Background: an optimization exercise with open tools, aiming at small area, a short achievable clock period and few clock cycles. Do not read the settings as production practice. The RTL was checked by simulation tests, not by an equivalence proof against the original design. Power figures rest on the tool's default switching activity, not on a simulated workload.

Design modular_exponentiation, start of the top module:
module modular_exponentiation #(
	parameter int OPERAND_BITS = 32
) (
	input  logic        clk,
	input  logic        arst_n,
	input  logic        s_tvalid,
	output logic        s_tready,
	input  logic [95:0] s_tdata,
	output logic        m_tvalid,
	input  logic        m_tready,
	output logic [31:0] m_tdata,
	output logic        m_tuser
);
==> module mexp_unit, before the edit <==
module mexp_unit #(
	parameter int W = 32
) (
	input  logic [W-1:0] r_i,
	input  logic [W-1:0] p_i,
	input  logic [W-1:0] m_i,
	output logic [W-1:0] y_o
);
	localparam int X = W + 3;
	logic [X-1:0] r2, p, nm1, nm2;
	logic [X-1:0] s1, c1, s2, c2;
	logic [X-1:0] t, x1, x2;
	assign r2  = {2'b00, r_i, 1'b0};
	assign p   = {3'b000, p_i};
	assign nm1 = ~{3'b000, m_i};
	assign nm2 = ~{2'b00, m_i, 1'b0};
	assign s1 = r2 ^ p ^ nm1;
	assign c1 = {((r2 & p) | (r2 & nm1) | (p & nm1)), 1'b1};
	assign s2 = r2 ^ p ^ nm2;
	assign c2 = {((r2 & p) | (r2 & nm2) | (p & nm2)), 1'b1};
	assign t  = r2 + p;
	assign x1 = s1 + c1;
	assign x2 = s2 + c2;
	always_comb begin
		if (!x2[X-1]) begin
			y_o = x2[W-1:0];
		end else if (!x1[X-1]) begin
			y_o = x1[W-1:0];
		end else begin
			y_o = t[W-1:0];
		end
	end
endmodule
==> module modular_exponentiation, before the edit <==
module modular_exponentiation #(
	parameter int OPERAND_BITS = 32
) (
	input  logic        clk,
	input  logic        arst_n,
	input  logic        s_tvalid,
	output logic        s_tready,
	input  logic [95:0] s_tdata,
	output logic        m_tvalid,
	input  logic        m_tready,
	output logic [31:0] m_tdata,
	output logic        m_tuser
);
	localparam int W = OPERAND_BITS;
	typedef enum logic [2:0] {
		S_IDLE = 3'd0,
		S_CHK  = 3'd1,
		S_SKIP = 3'd2,
		S_RUN  = 3'd3,
		S_FRST = 3'd6,
		S_DONE = 3'd4,
		S_OUT  = 3'd5
	} seq_state_t;
	seq_state_t   state_q;
	logic [W-1:0] mod_q;
	logic [W-1:0] acc_q;
	logic [W-1:0] r_q;
	logic [W-1:0] p_q;
	logic         sq_q;
	logic [4:0]   cnt_q;
	logic [4:0]   eidx_q;
	logic         err_q;
	logic [W-1:0] in_b;
	logic [W-1:0] in_e;
	logic [W-1:0] step;
	logic         ebit;
	logic         last;
	assign in_b = s_tdata[31:0];
	assign in_e = s_tdata[63:32];
	assign ebit = in_e[eidx_q];
	assign last = (cnt_q == 5'd0);
	mexp_unit #(
		.W(W)
	) u_unit (
		.r_i  (r_q),
		.p_i  (p_q),
		.m_i  (mod_q),
		.y_o  (step)
	);
	always_ff @(posedge clk) begin
		mod_q <= s_tdata[95:64];
	end
	always_ff @(posedge clk or negedge arst_n) begin
		if (!arst_n) begin
			state_q <= S_IDLE;
		end else begin
			unique case (state_q)
				S_IDLE: begin
					if (s_tvalid) begin
						state_q <= S_CHK;
					end
				end
				S_CHK: begin
					if (mod_q == '0 || in_e == '0) begin
						state_q <= S_DONE;
					end else begin
						state_q <= S_SKIP;
					end
				end
				S_SKIP: begin
					if (ebit) begin
						state_q <= S_FRST;
					end
				end
				S_FRST: begin
					state_q <= S_RUN;
				end
				S_RUN: begin
					if (last) begin
						if (!(sq_q && ebit) && eidx_q == 5'd0) begin
							state_q <= S_DONE;
						end else begin
							state_q <= S_FRST;
						end
					end
				end
				S_DONE: begin
					state_q <= S_OUT;
				end
				S_OUT: begin
					if (m_tready) begin
						state_q <= s_tvalid ? S_CHK : S_IDLE;
					end
				end
				default: begin
					state_q <= S_IDLE;
				end
			endcase
		end
	end
	always_ff @(posedge clk) begin
		p_q <= (sq_q ? acc_q[cnt_q - 5'd1] : in_b[cnt_q - 5'd1]) ? acc_q : '0;
	end
	always_ff @(posedge clk) begin
		if (state_q == S_RUN) begin
			r_q <= step;
		end else if (state_q == S_FRST && (sq_q ? acc_q[W-1] : in_b[W-1])) begin
			r_q <= acc_q;
		end else begin
			r_q <= '0;
		end
	end
	always_ff @(posedge clk) begin
		unique case (state_q)
			S_CHK: begin
				err_q  <= (mod_q == '0);
				acc_q  <= (mod_q == '0) ? W'(0) : W'(1);
				eidx_q <= 5'd31;
			end
			S_SKIP: begin
				sq_q  <= 1'b0;
				cnt_q <= 5'd31;
				if (!ebit) begin
					eidx_q <= eidx_q - 5'd1;
				end
			end
			S_FRST: begin
				cnt_q <= cnt_q - 5'd1;
			end
			S_RUN: begin
				cnt_q <= cnt_q - 5'd1;
				if (last) begin
					acc_q <= step;
					if (sq_q && ebit) begin
						sq_q  <= 1'b0;
					end else begin
						sq_q   <= 1'b1;
						eidx_q <= eidx_q - 5'd1;
					end
				end
			end
			default: begin
			end
		endcase
	end
	assign s_tready = (state_q == S_DONE);
	assign m_tvalid = (state_q == S_OUT);
	assign m_tdata  = acc_q;
	assign m_tuser  = err_q;
endmodule
make LEC_CHECK=0 CAP_MARGIN=20 CORE_MARGIN=2 CORE_UTILIZATION=40 SETUP_SLACK_MARGIN=2.5 SLEW_MARGIN=20 TNS_END_PERCENT=100 finish   # period 7.0 ns
run.sh (not shown) runs the stock make flow with config.mk's settings and CLKGATE_MAP_FILE= SYNTH_SCRIPT=/design/flow/synth_recipe.tcl, a recipe that flattens the netlist after the stock synthesis.
Testbench counts at the start, summed over its fixed seeds: cycles 282,571.
Next try:
--- a/flow/design.v
+++ b/flow/design.v
@@ -6,8 +6,9 @@
 module mexp_unit #(
 	parameter int W = 32
 ) (
+	input  logic         bit_i,
 	input  logic [W-1:0] r_i,
-	input  logic [W-1:0] p_i,
+	input  logic [W-1:0] a_i,
 	input  logic [W-1:0] m_i,
 	output logic [W-1:0] y_o
 );
@@ -16,7 +17,7 @@
 	logic [X-1:0] s1, c1, s2, c2;
 	logic [X-1:0] t, x1, x2;
 	assign r2  = {2'b00, r_i, 1'b0};
-	assign p   = {3'b000, p_i};
+	assign p   = bit_i ? {3'b000, a_i} : '0;
 	assign nm1 = ~{3'b000, m_i};
 	assign nm2 = ~{2'b00, m_i, 1'b0};
 	assign s1 = r2 ^ p ^ nm1;
@@ -64,7 +65,7 @@
 	logic [W-1:0] mod_q;
 	logic [W-1:0] acc_q;
 	logic [W-1:0] r_q;
-	logic [W-1:0] p_q;
+	logic         bit_q;
 	logic         sq_q;
 	logic [4:0]   cnt_q;
 	logic [4:0]   eidx_q;
@@ -81,8 +82,9 @@
 	mexp_unit #(
 		.W(W)
 	) u_unit (
+		.bit_i(bit_q),
 		.r_i  (r_q),
-		.p_i  (p_q),
+		.a_i  (acc_q),
 		.m_i  (mod_q),
 		.y_o  (step)
 	);
@@ -138,9 +140,6 @@
 		end
 	end
 	always_ff @(posedge clk) begin
-		p_q <= (sq_q ? acc_q[cnt_q - 5'd1] : in_b[cnt_q - 5'd1]) ? acc_q : '0;
-	end
-	always_ff @(posedge clk) begin
 		if (state_q == S_RUN) begin
 			r_q <= step;
 		end else if (state_q == S_FRST && (sq_q ? acc_q[W-1] : in_b[W-1])) begin
@@ -158,17 +157,19 @@
 			end
 			S_SKIP: begin
 				sq_q  <= 1'b0;
-				cnt_q <= 5'd31;
 				if (!ebit) begin
 					eidx_q <= eidx_q - 5'd1;
 				end
 			end
 			S_FRST: begin
-				cnt_q <= cnt_q - 5'd1;
+				cnt_q <= 5'd30;
+				bit_q <= sq_q ? acc_q[W-2] : in_b[W-2];
 			end
 			S_RUN: begin
-				cnt_q <= cnt_q - 5'd1;
-				if (last) begin
+				if (!last) begin
+					cnt_q <= cnt_q - 5'd1;
+					bit_q <= sq_q ? acc_q[cnt_q - 5'd1] : in_b[cnt_q - 5'd1];
+				end else begin
 					acc_q <= step;
 					if (sq_q && ebit) begin
 						sq_q  <= 1'b0;
After rerunning: The new run finished with timing, DRC and antenna clean. Synthesized cell count came out lower by roughly a tenth. Core utilization came out higher by 0.57 points. Wire length came out lower by about a fifth. Sequential power came out lower by about a fifth. Clock skew barely changes.
Testbench counts after the change, summed over its fixed seeds: cycles 282,571.

[static timing again, ports no longer ideal]
How much do the figures lean on ideal ports? The routed layouts below were timed once more, with nothing changed but the port constraints.
Step 1, drivers: a clkbuf_16 drives clk and a buf_2 each remaining input, both assumed.
Step 2 times the ports against the registers' clock, not the clock port: input delays grow and output delays shrink by t, the midpoint of the rising clock arrivals with the driver on.
a / b / c = ideal ports / drivers / drivers and shift; a / b = the first two.
| run | shift t [ns] | setup slack, ns | hold slack, ns | worst register clock-pin slew, ns | pins driven straight from the clock port |
|---|---|---|---|---|---|
| the first run | 0.489 | 2.662 / 2.662 / 2.558 | 0.560 / 0.560 / 0.560 | 0.07 / 0.07 | 1 |
| the second run | 0.418 | 2.695 / 2.695 / 2.695 | 0.533 / 0.533 / 0.533 | 0.09 / 0.09 | 1 |
After both steps setup and hold are still met in every run listed. For the first run, which loses most, drivers alone change the setup slack by 0.000 ns; drivers and shift together by -0.104 ns.
